What follows belongs to an exercise in optimizing a design on an open flow for small area, a short achievable clock period and few clock cycles; a production flow would make more cautious choices. RTL that was checked went through simulation tests only; none was proved equivalent to the original. The flow treats the clock pin as an ideal source, which a real chip does not have. No activity file was given, so power comes from the tool's default toggle rates.

Setup of alpha:
Design w21_col_mac_seq, start of the top module:
module w21_col_mac_seq (
    input  logic                    clk,
    input  logic                    rst,
    input  logic                    start,
    output logic [ADDR_W-1:0]       adrs_clm,
    input  logic signed [D_W-1:0]   w_in,
    input  logic signed [D_W-1:0]   x_in,
    output logic                    busy,
    output logic                    done,
    output logic signed [D_W-1:0]   result
);
    localparam logic [ADDR_W-1:0] LAST_ADDR = ADDR_W'(N_IN - 1);
    logic [ADDR_W-1:0] addr;
    logic              run;       
    logic              first;     
    logic              last;      
    logic              fin;       
    logic              accept;
    assign accept   = start && !busy;
    assign busy     = run || last || fin;
    assign adrs_clm = addr;
    always_ff @(posedge clk or posedge rst) begin
        if (rst) begin
            addr  <= '0;
            run   <= 1'b0;
            first <= 1'b0;
            last  <= 1'b0;
            fin   <= 1'b0;
            done  <= 1'b0;
        end else begin
            first <= accept;
            last  <= run && (addr == LAST_ADDR);
            fin   <= last;
            done  <= fin;
            if (accept) begin
                run  <= 1'b1;
                addr <= ADDR_W'(1);
            end else if (run) begin
                if (addr == LAST_ADDR) begin
                    run  <= 1'b0;
                    addr <= '0;
                end else begin
                    addr <= addr + 1'b1;
                end
            end
        end
    end
    mac_sat_21 u_mac (
        .clk    (clk),
        .first  (first),
        .w_in   (w_in),
        .x_in   (x_in),
        .result (result)
    );
endmodule
Size: roughly 16000 sq um of cells after synthesis.
Settings: LEC_CHECK=0, ABC_CLOCK_PERIOD_IN_PS=3000, CAP_MARGIN=20, CORE_MARGIN=2, CORE_UTILIZATION=40, SLEW_MARGIN=20, SYNTH_HIERARCHICAL=1; clock period 9.0 ns.
standard.sh (not shown) runs the stock make flow with config.mk's settings and CLKGATE_MAP_FILE= SYNTH_SCRIPT=/design/flow/synth_recipe.tcl, a recipe that flattens the netlist after the stock synthesis.
==> flow/flow/run.sh <==
#!/bin/bash
# Layout flow: the standard ORFS layout (standard.sh, standard synthesis unchanged) with
#  - the port buffers made with the smallest plain buffer,
#  - after clock-tree synthesis, useful skew for the register-to-register paths through
#    the multiplier tree (flow/early_clock.tcl): the registers that launch the partial
#    products clocked from buffers of their own on the clock port, and the accumulator
#    and result registers from a buffer below their clock-tree leaf.
# Every make step writes its own log under orfs/logs/; make's output goes to flow_make*.log,
# the skew step's to early_clock.log, all in this folder.
set -euo pipefail
MARGIN=$(cat flow/margin.txt)
KNOBS=("SETUP_SLACK_MARGIN=${MARGIN}" "BUFFER_PORTS_ARGS=-buffer_cell sky130_fd_sc_hd__buf_1")
bash standard.sh "${KNOBS[@]}" cts > flow_make_cts.log 2>&1
RES=orfs/results/${FLOW_PLATFORM}/w21_col_mac_seq/base
CTS_ODB=$PWD/$RES/4_cts.odb \
LIB_FILE=${FLOW_HOME}/platforms/${FLOW_PLATFORM}/lib/sky130_fd_sc_hd__tt_025C_1v80.lib \
EARLY_BUFS=$(cat flow/early_bufs.txt) EARLY_CELL=sky130_fd_sc_hd__clkbuf_16 \
LATE_CELL=$(cat flow/late_cell.txt) \
  openroad -no_init -exit flow/early_clock.tcl > early_clock.log 2>&1
touch $RES/4_cts.sdc
bash standard.sh "${KNOBS[@]}" finish > flow_make.log 2>&1
test -s out/final.def
==> flow/flow/late_cell.txt <==
sky130_fd_sc_hd__clkbuf_8
==> flow/flow/margin.txt <==
5.6
Other scripts of this flow, unchanged in this note and not shown: flow/flow/early_bufs.txt, flow/flow/early_clock.tcl
alpha reached the end of the flow, and the finished layout is clean on the timing, DRC and antenna checks.
Testbench counts of alpha, summed over its fixed seeds: cycles 14,504.
[inputs] beta vs alpha
- CTS_CLUSTER_DIAMETER: unset -> 100
- CTS_CLUSTER_SIZE: unset -> 30
==> flow/flow/late_cell.txt <==
none
==> flow/flow/margin.txt <==
5.5
## What came out
- For number of standard cells after synthesis, alpha and beta come out practically identical.
- Count of instances resized after the clock tree is built sits lower in beta than in alpha.
- Diff alpha -> beta: switching power lost 0.060 mW, met2 usage in global routing went down by 1.2 points, count of clock buffers in the final design held, first-pass GRT wire length fell by about 4.4%, multi-input gate area in the final layout was more or less identical.
- In beta the sequential fraction of total cell area turned out 0.60 points higher than in alpha.
- Going from alpha to beta, wire length per cell after detailed routing shrinks by 0.66 um.
- Looking at alpha and beta, the worst-case setup margin in the final layout is a wash.

* * *

w21_col_mac_seq, a different RTL version from the one above (not shown whole).
For scale: about 1800 cells after synthesis, roughly 190 flip-flops, roughly 77 I/O pins, ~0.018 mm2 of cells after synthesis.
==> flow/config.mk <==
export PLATFORM = sky130hd
export DESIGN_NAME = w21_col_mac_seq
export DESIGN_NICKNAME = w21_col_mac_seq
export VERILOG_FILES = /design/flow/design.v
export SDC_FILE = /design/flow/constraint.sdc
export NUM_CORES = 4
export LEC_CHECK = 0
export ABC_CLOCK_PERIOD_IN_PS = 3000
export CAP_MARGIN = 20
export CORE_MARGIN = 2
export CORE_UTILIZATION = 40
export SLEW_MARGIN = 20
export SYNTH_HIERARCHICAL = 1
==> flow/constraint.sdc <==
create_clock -name core_clock -period 9.0 [get_ports {clk}]
set_input_delay 1.8000 -clock core_clock [delete_from_list [all_inputs] [get_ports {clk}]]
set_output_delay 1.8000 -clock core_clock [all_outputs]
set_load 0.01 [all_outputs]
run.sh (not shown) runs the stock make flow with config.mk's settings and CLKGATE_MAP_FILE= SYNTH_SCRIPT=/design/flow/synth_recipe.tcl, a recipe that flattens the netlist after the stock synthesis.
Stock flow here: none of the scripts above is used.
Then changed:
SETUP_SLACK_MARGIN = 5   (was default)
After rerunning: The changed run finished clean; combinational power rises by about 3%; final cell count climbs by about 0.64%; via count goes up by 1.2%; utilization rises by 0.75 points; sequential power hardly moves; design area goes up by about 1.7%.
Function was not checked in any run of this note: the RTL went through the layout flow alone.

* * *

RTL: one of the versions met above, not the one the previous note started from.
Size: about 1500 cells after synthesis, ~77 I/O pins.
==> flow/config.mk <==
export PLATFORM = sky130hd
export DESIGN_NAME = w21_col_mac_seq
export DESIGN_NICKNAME = w21_col_mac_seq
export VERILOG_FILES = /design/flow/design.v
export SDC_FILE = /design/flow/constraint.sdc
export NUM_CORES = 4
export LEC_CHECK = 0
export ABC_CLOCK_PERIOD_IN_PS = 3000
export CAP_MARGIN = 5
export CORE_MARGIN = 2
export CORE_UTILIZATION = 40
export SLEW_MARGIN = 5
export SYNTH_HIERARCHICAL = 1
==> flow/constraint.sdc <==
create_clock -name core_clock -period 9.0 [get_ports {clk}]
set_input_delay 1.8000 -clock core_clock [delete_from_list [all_inputs] [get_ports {clk}]]
set_output_delay 1.8000 -clock core_clock [all_outputs]
set_load 0.01 [all_outputs]
standard.sh (not shown) runs the stock make flow with config.mk's settings and CLKGATE_MAP_FILE= SYNTH_SCRIPT=/design/flow/synth_recipe.tcl, a recipe that flattens the netlist after the stock synthesis.
==> flow/flow/margin.txt <==
5.5
Scripts as last shown in full above: flow/flow/run.sh
Other scripts of this flow, unchanged in this note and not shown: flow/flow/early_bufs.txt, flow/flow/early_clock.tcl, flow/flow/late_cell.txt
Testbench counts at the start, summed over its fixed seeds: cycles 14,504.
Then changed:
- CAP_MARGIN: 5 -> 20
- SLEW_MARGIN: 5 -> 20
Result: The changed run finished with timing, DRC and antenna clean. Synthesized area is unchanged. Core utilization stays the same. Fmax is unchanged. Cell area is unchanged. Clock-buffer cell count stays the same. Sequential power stays flat. Total power does not change. Flip-flop and latch count is unchanged. Worst setup slack stays the same. Routed wire length stays the same.
Then changed:
==> flow/flow/margin.txt (replaced) <==
5.4
Effect: Total power hardly moves. Combinational power hardly moves. Design area goes down slightly.

* * *

Starting RTL as in the previous note.
Settings: LEC_CHECK=0, ABC_CLOCK_PERIOD_IN_PS=3000, CAP_MARGIN=20, CORE_MARGIN=2, CORE_UTILIZATION=40, SLEW_MARGIN=20, SYNTH_HIERARCHICAL=1; clock period 9.0 ns.
==> flow/flow/margin.txt <==
5.7
Scripts as last shown in full above: flow/flow/run.sh
Other scripts of this flow, unchanged in this note and not shown: flow/flow/early_bufs.txt, flow/flow/early_clock.tcl, flow/flow/late_cell.txt
Testbench counts at the start, summed over its fixed seeds: cycles 14,504.
==> next run, changes <==
==> flow/flow/margin.txt (replaced) <==
5.5
--- a/flow/config.mk
+++ b/flow/config.mk
@@ -9,5 +9,5 @@
 export CAP_MARGIN = 20
 export CORE_MARGIN = 2
-export CORE_UTILIZATION = 40
+export CORE_UTILIZATION = 55
 export SLEW_MARGIN = 20
 export SYNTH_HIERARCHICAL = 1
After rerunning: The changed run produced a clean layout; via count falls by a few percent; design area drops by a few percent; worst setup slack degrades by 100 ps; routed wire length falls by a few percent; utilization came out higher by 14 points; fmax went down by a few percent; clock-buffer cell count increases by 1; register-to-register slack degrades by 140 ps; synthesized cell count is unchanged; power falls slightly; die area falls by a quarter to a third.

* * *

## v25
w21_col_mac_seq, a different RTL version from the one above (not shown whole).
For scale: about 1,500 cells after synthesis, about 77 I/O pins, about 0.016 sq mm of cells after synthesis.
==> flow/config.mk <==
export PLATFORM = sky130hd
export DESIGN_NAME = w21_col_mac_seq
export DESIGN_NICKNAME = w21_col_mac_seq
export VERILOG_FILES = /design/flow/design.v
export SDC_FILE = /design/flow/constraint.sdc
export NUM_CORES = 4
export LEC_CHECK = 0
export ABC_CLOCK_PERIOD_IN_PS = 3000
export CAP_MARGIN = 20
export CORE_MARGIN = 2
export CORE_UTILIZATION = 40
export SLEW_MARGIN = 20
export SYNTH_HIERARCHICAL = 1
==> flow/constraint.sdc <==
create_clock -name core_clock -period 9.0 [get_ports {clk}]
set_input_delay 1.8000 -clock core_clock [delete_from_list [all_inputs] [get_ports {clk}]]
set_output_delay 1.8000 -clock core_clock [all_outputs]
set_load 0.01 [all_outputs]
==> flow/flow/run.sh <==
#!/bin/bash
set -euo pipefail
MARGIN=$(cat flow/margin.txt)
bash standard.sh "SETUP_SLACK_MARGIN=${MARGIN}" \
  "BUFFER_PORTS_ARGS=-buffer_cell sky130_fd_sc_hd__buf_1" finish > flow_make.log 2>&1
test -s out/final.def
==> flow/flow/margin.txt <==
5.5
v25 closes out successfully: all stages finished, all timing, DRC and antenna checks passed.
Here is what was changed in the inputs of v41 compared with v25.
# v25
export LEC_CHECK = 0
export ABC_CLOCK_PERIOD_IN_PS = 3000
export CAP_MARGIN = 20
export CORE_MARGIN = 2
export CORE_UTILIZATION = 40
export SLEW_MARGIN = 20
export SYNTH_HIERARCHICAL = 1
create_clock -name core_clock -period 9.0 [get_ports {clk}]
# v41
export LEC_CHECK = 0
export ABC_CLOCK_PERIOD_IN_PS = 3000
export CAP_MARGIN = 20
export CORE_MARGIN = 2
export CORE_UTILIZATION = 40
export SETUP_SLACK_MARGIN = 5
export SLEW_MARGIN = 20
export SYNTH_HIERARCHICAL = 1
create_clock -name core_clock -period 9.0 [get_ports {clk}]
==> flow/run.sh (new file) <==
#!/bin/bash
# synth_recipe.tcl (not shown) runs the flow's synth.tcl, then flattens the netlist and writes it again
# the make line also repeats each setting of config.mk as NAME=value (left out here)
make -C /OpenROAD-flow-scripts/flow DESIGN_CONFIG=/design/flow/config.mk WORK_HOME=/design/flow/orfs CLKGATE_MAP_FILE= SYNTH_SCRIPT=/design/flow/synth_recipe.tcl finish
removed: flow/flow/run.sh
removed: flow/flow/margin.txt
removed: flow/standard.sh
[summary]
Compared to v25, the router laid down less metal wire for v41.
Diff v25 -> v41: post-layout minimum cycle time saw an increase, final-layout worst hold slack saw little to no change.
| global-route usage | v41 vs v25 | ≈ equal |
v41: flow completed, timing, DRC and antenna clean
Taking v25 as the reference point, the final core utilization of v41 falls by 0.83 points.
Between v41 and v25, the y dimension of the die figures differ only marginally.
Lower count of clock-net buffers in the final layout goes to v25 over v41.
v41 vs v25 — final standard cell area without fillers dropped slightly
v41 vs. v25: areal power density over the cells increased by 2.4% relative to the old numbers; detailed route wirelength on metal2 fell about 6%; slew at the pin with the worst max-slew slack higher.
The inputs of v32 differ from those of v41 as listed below.
# v41
export LEC_CHECK = 0
export ABC_CLOCK_PERIOD_IN_PS = 3000
export CAP_MARGIN = 20
export CORE_MARGIN = 2
export CORE_UTILIZATION = 40
export SETUP_SLACK_MARGIN = 5
export SLEW_MARGIN = 20
export SYNTH_HIERARCHICAL = 1
create_clock -name core_clock -period 9.0 [get_ports {clk}]
# v32
export LEC_CHECK = 0
export ABC_CLOCK_PERIOD_IN_PS = 3000
export CAP_MARGIN = 20
export CORE_MARGIN = 2
export CORE_UTILIZATION = 40
export SLEW_MARGIN = 20
export SYNTH_HIERARCHICAL = 1
create_clock -name core_clock -period 9.0 [get_ports {clk}]
==> flow/flow/run.sh (new file) <==
#!/bin/bash
set -euo pipefail
MARGIN=$(cat flow/margin.txt)
bash standard.sh "SETUP_SLACK_MARGIN=${MARGIN}" \
  "BUFFER_PORTS_ARGS=-buffer_cell sky130_fd_sc_hd__buf_1" finish > flow_make.log 2>&1
test -s out/final.def
==> flow/flow/margin.txt (new file) <==
6.0
==> flow/standard.sh (new file) <==
#!/bin/bash
# synth_recipe.tcl (not shown) runs the flow's synth.tcl, then flattens the netlist and writes it again
# the make line also repeats each setting of config.mk as NAME=value (left out here)
make -C /OpenROAD-flow-scripts/flow DESIGN_CONFIG=/design/flow/config.mk WORK_HOME=/design/flow/orfs CLKGATE_MAP_FILE= SYNTH_SCRIPT=/design/flow/synth_recipe.tcl "${@:-finish}"
removed: flow/run.sh
v32 vs v41, leading cell type in the layout, fill and taps excluded: sky130_fd_sc_hd__xnor2_1 vs sky130_fd_sc_hd__fa_1. Changes observed in v32 relative to v41: initial antenna violation count did not really move, via count of the first global-routing pass went up, number of cells traversed by the worst register-to-register path went up.
Function was not checked in any run of this note: the RTL went through the layout flow alone.

[re-timing with driven ports]
No port has a modelled driver above. Below, the same layouts with a new extraction and two added sets of constraints.
Step 1 (the two cells are an assumption about what drives the block):
set clk [get_ports {clk}]
set_driving_cell -lib_cell sky130_fd_sc_hd__clkbuf_16 $clk
set_driving_cell -lib_cell sky130_fd_sc_hd__buf_2 [delete_from_list [all_inputs] $clk]
Step 2, shift: input delay + t, output delay - t, t = (earliest + latest rising clock arrival at the registers) / 2. This alone moves slack from input paths to output paths.
Three values: ideal, step 1, step 2; two values: the first two.
| run | shift t [ns] | slack for setup (ns) | latest minus earliest clock arrival (ns) | slew at the worst register clock pin (ns) | worst slew at a driven data input, ns |
|---|---|---|---|---|---|
| alpha | 0.465 | 5.730 / 5.628 / 5.891 | 0.452 / 0.451 | 0.09 / 0.09 | 0.06 |
| beta | 0.392 | 5.730 / 5.633 / 5.739 | 0.316 / 0.316 | 0.09 / 0.09 | 0.06 |
| the first run of note 2 | 0.538 | 3.998 / 3.998 / 3.998 | 0.019 / 0.019 | 0.08 / 0.08 | 0.05 |
| the second run of note 2 | 0.542 | 5.052 / 5.052 / 5.052 | 0.016 / 0.017 | 0.08 / 0.08 | 0.04 |
| the first run of note 3 | 0.392 | 5.730 / 5.633 / 5.739 | 0.316 / 0.316 | 0.09 / 0.09 | 0.06 |
| the second run of note 3 | 0.392 | 5.730 / 5.633 / 5.739 | 0.316 / 0.316 | 0.09 / 0.09 | 0.06 |
| the third run of note 3 | 0.395 | 5.615 / 5.615 / 5.615 | 0.319 / 0.319 | 0.09 / 0.09 | 0.06 |
| the first run of note 4 | 0.388 | 5.774 / 5.679 / 5.807 | 0.330 / 0.330 | 0.09 / 0.09 | 0.04 |
| the second run of note 4 | 0.386 | 5.670 / 5.633 / 5.670 | 0.353 / 0.353 | 0.12 / 0.12 | 0.05 |
| v25 | 0.506 | 5.164 / 5.164 / 5.164 | 0.015 / 0.015 | 0.08 / 0.08 | 0.06 |
| v41 | 0.516 | 5.127 / 5.127 / 5.127 | 0.010 / 0.010 | 0.07 / 0.07 | 0.05 |
| v32 | 0.526 | 5.086 / 5.086 / 5.086 | 0.017 / 0.016 | 0.08 / 0.08 | 0.07 |
In 7 of these runs the clock reaches the registers at very different times; t lies between them, and the last value is a rough guide only.
